Context: an optimization exercise on an open-source flow, tuned for small area. The choices shown serve that exercise and are no tape-out recipe.
In this exercise RTL edits were held to simulation tests only and were not proved equivalent to the original.
Power is estimated from default activity; no workload was simulated.

## cond_alu_shift_mult_branch_execute_unit
module cond_alu_shift_mult_branch_execute_unit (
  input  logic        clk_i,
  input  logic        rst_ni,
  input  logic        exe_valid_i,
  output logic        exe_ready_o,
  input  logic [1:0]  exe_func_i,
  input  logic [3:0]  exe_cond_i,
  input  logic [3:0]  exe_opcode_i,
  input  logic        exe_imm_operand_i,
  input  logic        exe_set_flags_i,
  input  logic [3:0]  exe_reg_n_i,
  input  logic [3:0]  exe_reg_d_i,
  input  logic [11:0] exe_operand2_i,
  input  logic        exe_accumulate_or_link_i,
  input  logic [23:0] exe_branch_offset_i,
  input  logic [31:0] exe_load_value_i,
  output logic        res_valid_o,
  input  logic        res_ready_i,
  output logic        res_executed_o,
  output logic        res_wrote_register_o,
  output logic [3:0]  res_dest_reg_o,
  output logic [31:0] res_result_o,
  output logic        res_flag_n_o,
  output logic        res_flag_z_o,
  output logic        res_flag_c_o,
  output logic        res_flag_v_o,
  output logic        res_flush_o
);
Settings: LEC_CHECK=0, CAP_MARGIN=20, CORE_MARGIN=2, CORE_UTILIZATION=35, SLEW_MARGIN=20; clock period 20.0 ns.
standard.sh (not shown) runs the stock make flow with config.mk's settings and CLKGATE_MAP_FILE= SYNTH_SCRIPT=/design/flow/synth_recipe.tcl, a recipe that flattens the netlist after the stock synthesis.
==> flow/flow/run.sh <==
#!/bin/bash
# Standard ORFS layout; the ports get buf_1 buffers and CTS inserts no dummy loads.
set -euo pipefail
bash standard.sh \
  'BUFFER_PORTS_ARGS=-buffer_cell sky130_fd_sc_hd__buf_1' \
  'CTS_ARGS=-sink_clustering_enable -repair_clock_nets -dont_use_dummy_load -buf_list sky130_fd_sc_hd__clkbuf_16' \
  finish > flow_make.log 2>&1
Then changed:
--- a/flow/flow/run.sh
+++ b/flow/flow/run.sh
@@ -6 +6 @@
-  'CTS_ARGS=-sink_clustering_enable -repair_clock_nets -dont_use_dummy_load -buf_list sky130_fd_sc_hd__clkbuf_16' \
+  'CTS_ARGS=-sink_clustering_enable -repair_clock_nets -dont_use_dummy_load -buf_list {sky130_fd_sc_hd__clkbuf_4 sky130_fd_sc_hd__clkbuf_8} -sink_clustering_size 12 -sink_clustering_max_diameter 40' \
CORE_UTILIZATION = 70   (was 35)
Result: Routed wire length goes down by a few percent. Non-clock buffer count shrinks by 2. Combinational power falls slightly. Clock skew drops by 0.018 ns. Core utilization came out higher by 38 points. Power decreases by roughly a tenth. Die area goes down by well over a third. Global-route usage is higher by 12 points.
Then changed:
==> flow/flow/run.sh (replaced) <==
#!/bin/bash
# Standard ORFS layout; the ports get buf_1 buffers and CTS inserts no dummy loads.
set -euo pipefail
bash standard.sh \
  'BUFFER_PORTS_ARGS=-buffer_cell sky130_fd_sc_hd__buf_1' \
  'CTS_ARGS=-sink_clustering_enable -repair_clock_nets -dont_use_dummy_load -buf_list {sky130_fd_sc_hd__clkbuf_8 sky130_fd_sc_hd__clkbuf_16} -sink_clustering_size 24 -sink_clustering_max_diameter 80' \
  finish > flow_make.log 2>&1
CORE_UTILIZATION = 35   (was 70)
Result:
- worst hold slack degrades by 0.057 ns
- routed wire length rose slightly
- maximum frequency rose slightly
- global-route usage fell by 13 points
- die area rose by well over a third
- clock power fell slightly
- via count fell by a few percent
- total power fell slightly
Then changed:
==> flow/flow/run.sh (replaced) <==
#!/bin/bash
# Standard ORFS layout; the ports get buf_1 buffers and CTS inserts no dummy loads.
set -euo pipefail
bash standard.sh \
  'BUFFER_PORTS_ARGS=-buffer_cell sky130_fd_sc_hd__buf_1' \
  'CTS_ARGS=-sink_clustering_enable -repair_clock_nets -dont_use_dummy_load -buf_list sky130_fd_sc_hd__clkbuf_8 -sink_clustering_size 20 -sink_clustering_max_diameter 60' \
  finish > flow_make.log 2>&1
CORE_UTILIZATION = 70   (was 35)
The changed run went through all stages and came out clean.
Design area falls by a few percent.
Setup slack loses 0.28 ns.
Area after synthesis does not change.
Routed wire length is lower by a few percent.
Count of clock-buffer cells in the layout increases by 8.
Via count rose slightly.
Worst hold slack is better by 0.056 ns.
Die area came out lower by well over a third.
Global-route usage goes up by 12 points.
Combinational power goes down slightly.

---

v55:
Another version of the RTL of cond_alu_shift_mult_branch_execute_unit (not shown whole).
For scale: roughly 1100 cells after synthesis, roughly 600 flip-flops, ~140 I/O pins, ~16000 sq um of cells after synthesis.
==> flow/design.v (excerpt) <==
module cond_alu_shift_mult_branch_execute_unit (
  input  logic        clk_i,
  input  logic        rst_ni,
  input  logic        exe_valid_i,
  output logic        exe_ready_o,
  input  logic [1:0]  exe_func_i,
  input  logic [3:0]  exe_cond_i,
  input  logic [3:0]  exe_opcode_i,
  input  logic        exe_imm_operand_i,
  input  logic        exe_set_flags_i,
  input  logic [3:0]  exe_reg_n_i,
  input  logic [3:0]  exe_reg_d_i,
  input  logic [11:0] exe_operand2_i,
  input  logic        exe_accumulate_or_link_i,
  input  logic [23:0] exe_branch_offset_i,
  input  logic [31:0] exe_load_value_i,
  output logic        res_valid_o,
  input  logic        res_ready_i,
  output logic        res_executed_o,
  output logic        res_wrote_register_o,
  output logic [3:0]  res_dest_reg_o,
  output logic [31:0] res_result_o,
  output logic        res_flag_n_o,
  output logic        res_flag_z_o,
  output logic        res_flag_c_o,
  output logic        res_flag_v_o,
  output logic        res_flush_o
);
==> flow/config.mk <==
export PLATFORM = sky130hd
export DESIGN_NAME = cond_alu_shift_mult_branch_execute_unit
export DESIGN_NICKNAME = cond_alu_shift_mult_branch_execute_unit
export VERILOG_FILES = /design/flow/design.v
export SDC_FILE = /design/flow/constraint.sdc
export NUM_CORES = 4
export LEC_CHECK = 0
export CAP_MARGIN = 20
export CORE_MARGIN = 2
export CORE_UTILIZATION = 70
export SLEW_MARGIN = 20
==> flow/constraint.sdc <==
create_clock -name core_clock -period 20.0 [get_ports {clk_i}]
set_input_delay 4.0000 -clock core_clock [delete_from_list [all_inputs] [get_ports {clk_i}]]
set_output_delay 4.0000 -clock core_clock [all_outputs]
set_load 0.01 [all_outputs]
==> flow/flow/run.sh <==
#!/bin/bash
# Standard ORFS layout with three changes:
#  - synthesis maps the logic with flow/abc_area.script (through flow/my_synth.tcl,
#    which is synth_recipe.tcl plus an abc wrapper); registers are untouched
#  - the ports get buf_1 buffers
#  - CTS uses clkbuf_8 with small sink clusters and inserts no dummy loads
set -euo pipefail
export MY_ABC_SCRIPT=$PWD/flow/abc_area.script
bash standard.sh \
  "SYNTH_SCRIPT=$PWD/flow/my_synth.tcl" \
  'BUFFER_PORTS_ARGS=-buffer_cell sky130_fd_sc_hd__buf_1' \
  'CTS_ARGS=-sink_clustering_enable -repair_clock_nets -dont_use_dummy_load -buf_list sky130_fd_sc_hd__clkbuf_16 -sink_clustering_size 40 -sink_clustering_max_diameter 55' \
  finish > flow_make.log 2>&1
==> flow/flow/abc_area.script <==
strash
&get -n
&st
&syn2
&dch -f
&put
amap
topo
dnsize -c
==> flow/flow/my_synth.tcl <==
proc synth {args} { yosys synth -nofsm -noshare {*}$args }
# map the logic with the abc script named by MY_ABC_SCRIPT instead of ORFS's
proc abc {args} {
  set i [lsearch -exact $args -script]
  if { $i >= 0 && [info exists ::env(MY_ABC_SCRIPT)] } {
    lset args [expr {$i + 1}] $::env(MY_ABC_SCRIPT)
  }
  yosys abc {*}$args
}
source $::env(SCRIPTS_DIR)/synth.tcl
# left out here: clear keep_hierarchy, flatten, clean up, hide names made inside functions, write 1_2_yosys.v
diff inputs: v55 => v31
Settings: CORE_UTILIZATION changed from 70 to 85.
--- a/flow/flow/run.sh
+++ b/flow/flow/run.sh
@@ -11,3 +11,3 @@
   'BUFFER_PORTS_ARGS=-buffer_cell sky130_fd_sc_hd__buf_1' \
-  'CTS_ARGS=-sink_clustering_enable -repair_clock_nets -dont_use_dummy_load -buf_list sky130_fd_sc_hd__clkbuf_16 -sink_clustering_size 40 -sink_clustering_max_diameter 55' \
+  'CTS_ARGS=-sink_clustering_enable -repair_clock_nets -dont_use_dummy_load -buf_list sky130_fd_sc_hd__clkbuf_8 -sink_clustering_size 26 -sink_clustering_max_diameter 50' \
   finish > flow_make.log 2>&1
--- outcome ---
For v31, the flow was terminated by a tool error in detailed placement (3_5_place_dp) and produced no final design. For compound-cell area share of the yosys netlist, v31 and v55 come out practically identical. | row count | lower: v31 |. Sort v55 and v31 by starting density of the core asc -> top: v55. Going from v55 to v31, height of the die shrinks by 9.0%.
The inputs of v15 differ from those of v31 as listed below.
Settings: CORE_UTILIZATION: 85 -> 70.
--- a/flow/flow/run.sh
+++ b/flow/flow/run.sh
@@ -11,3 +11,3 @@
   'BUFFER_PORTS_ARGS=-buffer_cell sky130_fd_sc_hd__buf_1' \
-  'CTS_ARGS=-sink_clustering_enable -repair_clock_nets -dont_use_dummy_load -buf_list sky130_fd_sc_hd__clkbuf_8 -sink_clustering_size 26 -sink_clustering_max_diameter 50' \
+  'CTS_ARGS=-sink_clustering_enable -repair_clock_nets -dont_use_dummy_load -buf_list sky130_fd_sc_hd__clkbuf_8 -sink_clustering_size 20 -sink_clustering_max_diameter 60' \
   finish > flow_make.log 2>&1
## What came out
- v15 finished every step from synthesis to the final layout, and the layout passed the timing, DRC and antenna checks.
- The chip height in v31 is 0.910 times that in v15.
- The higher last weighted congestion value of the routability-driven placer came out of v31.
- v15 vs v31 — floorplan die width climbed by a little under 10%
- Post-synthesis adder-cell area fraction: v15 vs v31, no meaningful difference
- Of v15 and v31, it is v15 that has the lower initial standard-cell utilization of the core.

## separate check: timing with driven ports
The results above use ideal ports. As a check the final layouts listed here were re-extracted and re-timed, cells and wires unchanged. Step 1 assumes that a clkbuf_16 drives the clock port and a buf_2 every other input. Step 2 moves the port delays by t, midway between the first and last clock arrival at a register: inputs arrive t later, outputs are due t later. That takes back most of the time a late clock gives input paths. Slacks: ideal ports / drivers / drivers and shift; pairs: ideal ports / drivers.
run	shift t [ns]	setup WS [ns]	worst hold slack (ns)	latest minus earliest clock arrival (ns)
the first run of note 1	0.596	2.442 / 2.432 / 1.836	0.235 / 0.235 / 0.235	0.095 / 0.094
the second run of note 1	0.617	2.233 / 2.216 / 1.600	0.289 / 0.289 / 0.289	0.077 / 0.077
the third run of note 1	0.619	2.524 / 2.513 / 1.893	0.232 / 0.232 / 0.232	0.092 / 0.093
the fourth run of note 1	0.577	2.240 / 2.222 / 1.645	0.288 / 0.288 / 0.288	0.061 / 0.061
v55	0.608	0.854 / 0.846 / 0.239	0.251 / 0.251 / 0.251	0.097 / 0.097
v15	0.568	1.033 / 1.012 / 0.445	0.301 / 0.301 / 0.301	0.076 / 0.075
After both steps setup and hold are still met in every run listed. For the second run of note 1, which loses most, drivers alone change the setup slack by -0.017 ns; drivers and shift together by -0.633 ns.
